Source: an optimization exercise on an open RTL-to-GDS flow (aim: small area and few clock cycles per item). Production flows keep margins and buffers that such runs may drop.
Where RTL was checked, it was by simulation tests only, not by an equivalence proof against the original.
Power is estimated from default activity; no workload was simulated.

==> run B <==
// view_tag_record_scanner
module view_tag_record_scanner (
  input  logic        clk_i,
  input  logic        rst_ni,
  input  logic        in_valid_i,
  output logic        in_ready_o,
  input  logic [7:0]  in_text_byte_i,
  input  logic        in_end_of_data_i,
  output logic        out_valid_o,
  input  logic        out_ready_i,
  output logic [1:0]  out_item_kind_o,
  output logic [7:0]  out_char_code_o,
  output logic [31:0] out_channel_o,
  output logic        out_is_signed_o,
  output logic        out_is_integer_o,
  output logic        out_last_o
);
  localparam logic [3:0] S_IDLE  = 4'd0;
  localparam logic [3:0] S_T1    = 4'd1;
  localparam logic [3:0] S_T2    = 4'd2;
  localparam logic [3:0] S_T3    = 4'd3;
  localparam logic [3:0] S_T4    = 4'd4;
  localparam logic [3:0] S_T5    = 4'd5;
  localparam logic [3:0] S_T6    = 4'd6;
  localparam logic [3:0] S_SL    = 4'd7;
  localparam logic [3:0] S_COLON = 4'd8;
  localparam logic [3:0] S_NAME  = 4'd9;
  localparam logic [3:0] S_SKA   = 4'd10;   
  localparam logic [3:0] S_SKN   = 4'd11;   
  localparam logic [3:0] S_SK2   = 4'd12;   
  localparam logic [3:0] S_PARAM = 4'd13;
  localparam logic [3:0] S_NUM   = 4'd14;
  logic [7:0] b;
  assign b = in_text_byte_i;
  logic [3:0]  st_q;
  logic        sgn_q, intg_q;
  logic [4:0]  nlen_q, nfpos_q, plen_q, pfpos_q;
  logic        nstop_q, pstop_q;
  logic [31:0] acc_q;
  logic        bad_q, nz_q;
  logic        fv_q, fk1_q, fk0_q;
  logic [4:0]  fpos_q, fcnt_q;
  logic        fsgn_q, fintg_q;
  logic        ov_q, ok1_q, ok0_q;
  logic [7:0]  ochar_q;
  ...
export LEC_CHECK = 0
export CAP_MARGIN = 20
export CORE_MARGIN = 2
export CORE_UTILIZATION = 40
export CTS_CLUSTER_DIAMETER = 80
export CTS_CLUSTER_SIZE = 30
export SLEW_MARGIN = 20
create_clock -name core_clock -period 5.0 [get_ports {clk_i}]
standard.sh (not shown) runs the stock make flow with config.mk's settings and CLKGATE_MAP_FILE= SYNTH_SCRIPT=/design/flow/synth_recipe.tcl, a recipe that flattens the netlist after the stock synthesis.
==> flow/flow/run.sh <==
#!/bin/bash
# Standard layout, with clock tree synthesis told not to add dummy loads and
# the port buffers made with the smallest buffer cell.
# Each tool's full output stays in orfs/logs; make's own output goes to standard.log.
set -euo pipefail
bash standard.sh \
  CTS_ARGS="-sink_clustering_enable -repair_clock_nets -sink_clustering_size 30 -sink_clustering_max_diameter 80 -dont_use_dummy_load" \
  BUFFER_PORTS_ARGS="-buffer_cell sky130_fd_sc_hd__buf_1" \
  finish > standard.log 2>&1
==> run C (differences from run B) <==
--- a/flow/design.v
+++ b/flow/design.v
@@ -5,41 +5,34 @@
   localparam logic [7:0] CH_SPACE = 8'h20;
   localparam logic [7:0] CH_TAB   = 8'h09;
   localparam logic [7:0] CH_LF    = 8'h0A;
   localparam logic [7:0] CH_CR    = 8'h0D;
   localparam logic [7:0] CH_ZERO  = 8'h30;
   localparam logic [7:0] CH_NINE  = 8'h39;
 endpackage
 module vtrs_ring #(
-  parameter int TAP0 = 0,
-  parameter int TAP1 = 8,
-  parameter int TAP2 = 16,
-  parameter int TAP3 = 24
+  parameter int TAP_SH = 3
 ) (
   input  logic       clk_i,
   input  logic       wr_i,
   input  logic [7:0] byte_i,
-  input  logic [1:0] rd_sel_i,
+  input  logic [4:0] rd_pos_i,
   output logic [7:0] rd_byte_o
 );
+  localparam logic [4:0] TapMask = 5'h1F << TAP_SH;
   logic [30:0][7:0] ring_q;
   always_ff @(posedge clk_i) begin
     ring_q <= {ring_q[29:0], wr_i ? byte_i : ring_q[30]};
   end
-  always_comb begin
-    unique case (rd_sel_i)
-      2'd0:    rd_byte_o = ring_q[TAP0];
-      2'd1:    rd_byte_o = ring_q[TAP1];
-      2'd2:    rd_byte_o = ring_q[TAP2];
-      default: rd_byte_o = ring_q[TAP3];
-    endcase
-  end
+  assign rd_byte_o = ring_q[rd_pos_i & TapMask];
 endmodule
-module view_tag_record_scanner (
+module view_tag_record_scanner #(
+  parameter int TAP_SH = 3
+) (
   input  logic        clk_i,
   input  logic        rst_ni,
   input  logic        in_valid_i,
   output logic        in_ready_o,
   input  logic [7:0]  in_text_byte_i,
   input  logic        in_end_of_data_i,
   output logic        out_valid_o,
   input  logic        out_ready_i,
@@ -92,48 +85,30 @@
       3'd2:    exp_let = intg_q ? 8'h6E : (sgn_q ? 8'h67 : 8'h65);
       3'd3:    exp_let = intg_q ? 8'h74 : (sgn_q ? 8'h6E : 8'h77);
       3'd4:    exp_let = 8'h72;
       3'd5:    exp_let = 8'h6F;
       default: exp_let = 8'h6C;
     endcase
   end
   assign let_ok = lc == exp_let;
-  localparam logic [4:0] N_TAP0 = 5'd0;
-  localparam logic [4:0] N_TAP1 = 5'd8;
-  localparam logic [4:0] N_TAP2 = 5'd16;
-  localparam logic [4:0] N_TAP3 = 5'd24;
-  localparam logic [4:0] P_TAP0 = 5'd6;
-  localparam logic [4:0] P_TAP1 = 5'd14;
-  localparam logic [4:0] P_TAP2 = 5'd22;
-  localparam logic [4:0] P_TAP3 = 5'd29;
-  logic rec_ok, n_take, p_take, n_wr, p_wr, hold, accept, start;
+  localparam logic [4:0] TapLow = ~(5'h1F << TAP_SH);
   logic [4:0] fpos_rot, nfpos_rot, pfpos_rot;
   logic       f_name, f_param, coll, o_free, f_tap, load, o_end_go;
-  logic       fv_e, fk1_e, fk0_e, fintg_e;
-  logic [4:0] fpos_e, fcnt_e;
-  assign fv_e    = fv_q || start;
-  assign fk1_e   = fk1_q && !start;
-  assign fk0_e   = fk0_q && !start;
-  assign fintg_e = start ? intg_q : fintg_q;
-  assign fpos_e  = start ? nfpos_q : fpos_q;
-  assign fcnt_e  = start ? nlen_q : fcnt_q;
-  assign fpos_rot  = (fpos_e == 5'd30) ? 5'd0 : fpos_e + 5'd1;
+  assign fpos_rot  = (fpos_q == 5'd30) ? 5'd0 : fpos_q + 5'd1;
   assign nfpos_rot = (nfpos_q == 5'd30) ? 5'd0 : nfpos_q + 5'd1;
   assign pfpos_rot = (pfpos_q == 5'd30) ? 5'd0 : pfpos_q + 5'd1;
   assign f_name  = fv_q && !fk1_q && !fk0_q;
   assign f_param = fv_q && fk0_q;
-  logic [4:0] fpos_q_rot;
-  assign fpos_q_rot = (fpos_q == 5'd30) ? 5'd0 : fpos_q + 5'd1;
-  assign coll    = fpos_q_rot < fcnt_q;
+  assign coll    = fpos_rot < fcnt_q;
   assign o_free  = !ov_q || out_ready_i;
-  assign f_tap   = fk0_e ? (((fpos_e[2:0] == 3'd6) && (fpos_e[4:3] != 2'd3)) || (fpos_e == 5'd29))
-                         : (fpos_e[2:0] == 3'd0);
-  assign load    = fv_e && o_free && (fk1_e || f_tap);
+  assign f_tap   = (fpos_q & TapLow) == 5'd0;
+  assign load    = fv_q && o_free && (fk1_q || f_tap);
   assign o_end_go = ov_q && ok1_q && out_ready_i;
+  logic rec_ok, n_take, p_take, n_wr, p_wr, hold, accept, start;
   assign rec_ok = (nlen_q != 5'd0) && !bad_q && nz_q;
   assign n_take = (st_q == S_NAME) && !is_sep && !nstop_q && !is_zero;
   assign p_take = (st_q == S_PARAM) && !is_sep && !pstop_q && !is_zero;
   always_comb begin
     hold = 1'b0;
     if (n_take) begin
       hold = ((nlen_q != 5'd0) && (nfpos_q + 5'd1 != nlen_q)) || (f_name && coll);
     end
@@ -223,59 +198,54 @@
     if (st_q != S_NUM) begin
       bad_q <= 1'b0;
     end else if (accept && !is_quote && (!is_digit || (acc_next[35:32] != 4'd0))) begin
       bad_q <= 1'b1;
     end
   end
   logic [7:0] n_byte, p_byte;
   vtrs_ring #(
-    .TAP0 (N_TAP0),
-    .TAP1 (N_TAP1),
-    .TAP2 (N_TAP2),
-    .TAP3 (N_TAP3)
+    .TAP_SH (TAP_SH)
   ) u_name (
     .clk_i     (clk_i),
     .wr_i      (n_wr),
     .byte_i    (b),
-    .rd_sel_i  (fpos_e[4:3]),
+    .rd_pos_i  (fpos_q),
     .rd_byte_o (n_byte)
   );
   vtrs_ring #(
-    .TAP0 (P_TAP0),
-    .TAP1 (P_TAP1),
-    .TAP2 (P_TAP2),
-    .TAP3 (P_TAP3)
+    .TAP_SH (TAP_SH)
   ) u_param (
     .clk_i     (clk_i),
     .wr_i      (p_wr),
     .byte_i    (b),
-    .rd_sel_i  (fpos_e[4:3]),
+    .rd_pos_i  (fpos_q),
     .rd_byte_o (p_byte)
   );
   always_ff @(posedge clk_i or negedge rst_ni) begin
     if (!rst_ni) begin
       fv_q <= 1'b0;
-    end else begin
-      fv_q <= fv_e && !(load && fk1_e);
+    end else if (start) begin
+      fv_q <= 1'b1;
+    end else if (load && fk1_q) begin
+      fv_q <= 1'b0;
     end
   end
   always_ff @(posedge clk_i) begin
     if (start) begin
+      fk1_q   <= 1'b0;
+      fk0_q   <= 1'b0;
+      fpos_q  <= nfpos_rot;
+      fcnt_q  <= nlen_q;
       fsgn_q  <= sgn_q;
       fintg_q <= intg_q;
-    end
-    fk1_q  <= fk1_e;
-    fk0_q  <= fk0_e;
-    fcnt_q <= fcnt_e;
-    fpos_q <= fpos_e;
-    if (load) begin
-      if (fcnt_e != 5'd1) begin
-        fcnt_q <= fcnt_e - 5'd1;
-      end else if (!fk0_e && !fintg_e && (plen_q != 5'd0)) begin
+    end else if (load) begin
+      if (fcnt_q != 5'd1) begin
+        fcnt_q <= fcnt_q - 5'd1;
+      end else if (!fk0_q && !fintg_q && (plen_q != 5'd0)) begin
         fk0_q  <= 1'b1;
         fpos_q <= pfpos_rot;
         fcnt_q <= plen_q;
       end else begin
         fk1_q <= 1'b1;
         fk0_q <= 1'b0;
       end
     end else begin
@@ -288,19 +258,19 @@
     end else if (load) begin
       ov_q <= 1'b1;
     end else if (out_ready_i) begin
       ov_q <= 1'b0;
     end
   end
   always_ff @(posedge clk_i) begin
     if (load) begin
-      ok1_q   <= fk1_e;
-      ok0_q   <= fk0_e;
-      ochar_q <= fk1_e ? 8'h00 : (fk0_e ? p_byte : n_byte);
+      ok1_q   <= fk1_q;
+      ok0_q   <= fk0_q;
+      ochar_q <= fk1_q ? 8'h00 : (fk0_q ? p_byte : n_byte);
     end
   end
   assign out_valid_o      = ov_q;
   assign out_item_kind_o  = {ok1_q, ok0_q};
   assign out_char_code_o  = ochar_q;
   assign out_channel_o    = ok1_q ? acc_q : 32'd0;
   assign out_is_signed_o  = fsgn_q;
   assign out_is_integer_o = fintg_q;
==> flow/flow/run.sh (replaced) <==
#!/bin/bash
# Standard layout, with clock tree synthesis told not to add dummy loads.
# Each tool's full output stays in orfs/logs; make's own output goes to standard.log.
set -euo pipefail
bash standard.sh \
  CTS_ARGS="-sink_clustering_enable -repair_clock_nets -sink_clustering_size 30 -sink_clustering_max_diameter 80 -dont_use_dummy_load" \
  finish > standard.log 2>&1
==> qor summary <==
item	run B	run C
Outcome	no timing/DRC/antenna violations	no timing/DRC/antenna violations
Power density over the cells	391 nW/um^2	408 nW/um^2
Final Non-Filler Cells	2120	2050
Via total after detailed routing	10400	9926
Post-synth design cell area	17800 um^2	17600 um^2
Final instance area	19400 um^2	19500 um^2
Final-layout worst hold slack	0.290 ns	0.270 ns
Register area	11900 um^2	12000 um^2
Count of fill cells added during filler insertion	4055	3962
Post-DR wirelength/cell	16.7 um	16.1 um
Total CTS buffers	28	27
Switching power total	1660 uW	1870 uW
Sink of the worst hold path	u_name.ring_q[67]$_DFF_P_	u_name.ring_q[154]$_DFF_P_
Mean post-synth cell area	12.1 um^2	12.5 um^2
Total length of routed wires	35500 um	33000 um
Largest stage delay, worst path	0.63 ns	0.56 ns
Worst Slack Setup Final	0.495 ns	0.367 ns
Drt first-iter violations	713	483
Simple logic cell fraction of the synthesized area	0.0999	0.104
Global-route wire length before repair	56400 um	52300 um
Actual transition at the worst max-transition pin	0.993 ns	0.964 ns
Testbench counts of run C, summed over its fixed seeds: cycles 43,111, bytes 40,918.
No functional check of the RTL was part of run B.

==> what the ideal ports hide <==
The flow's constraints put no driver on any port. The routed layouts listed below were extracted and timed again, unchanged, in two steps. Step 1 sets driving cells, clkbuf_16 on the clock port and buf_2 on the other inputs (assumed; they add their load-dependent delay and slew). Step 2 times the ports against the registers' clock, not the clock port: input delays grow and output delays shrink by t, the midpoint of the rising clock arrivals with the driver on. a / b / c = ideal ports / drivers / drivers and shift; a / b = the first two.
| run | shift t [ns] | setup slack, ns | worst register clock-pin slew, ns |
|---|---|---|---|
| run B | 0.621 | 0.495 / 0.475 / 0.483 | 0.10 / 0.10 |
| run C | 0.611 | 0.367 / 0.312 / 0.312 | 0.11 / 0.11 |
After both steps setup and hold are still met in every run listed. For run C, which loses most, drivers alone change the setup slack by -0.055 ns; drivers and shift together by -0.055 ns.
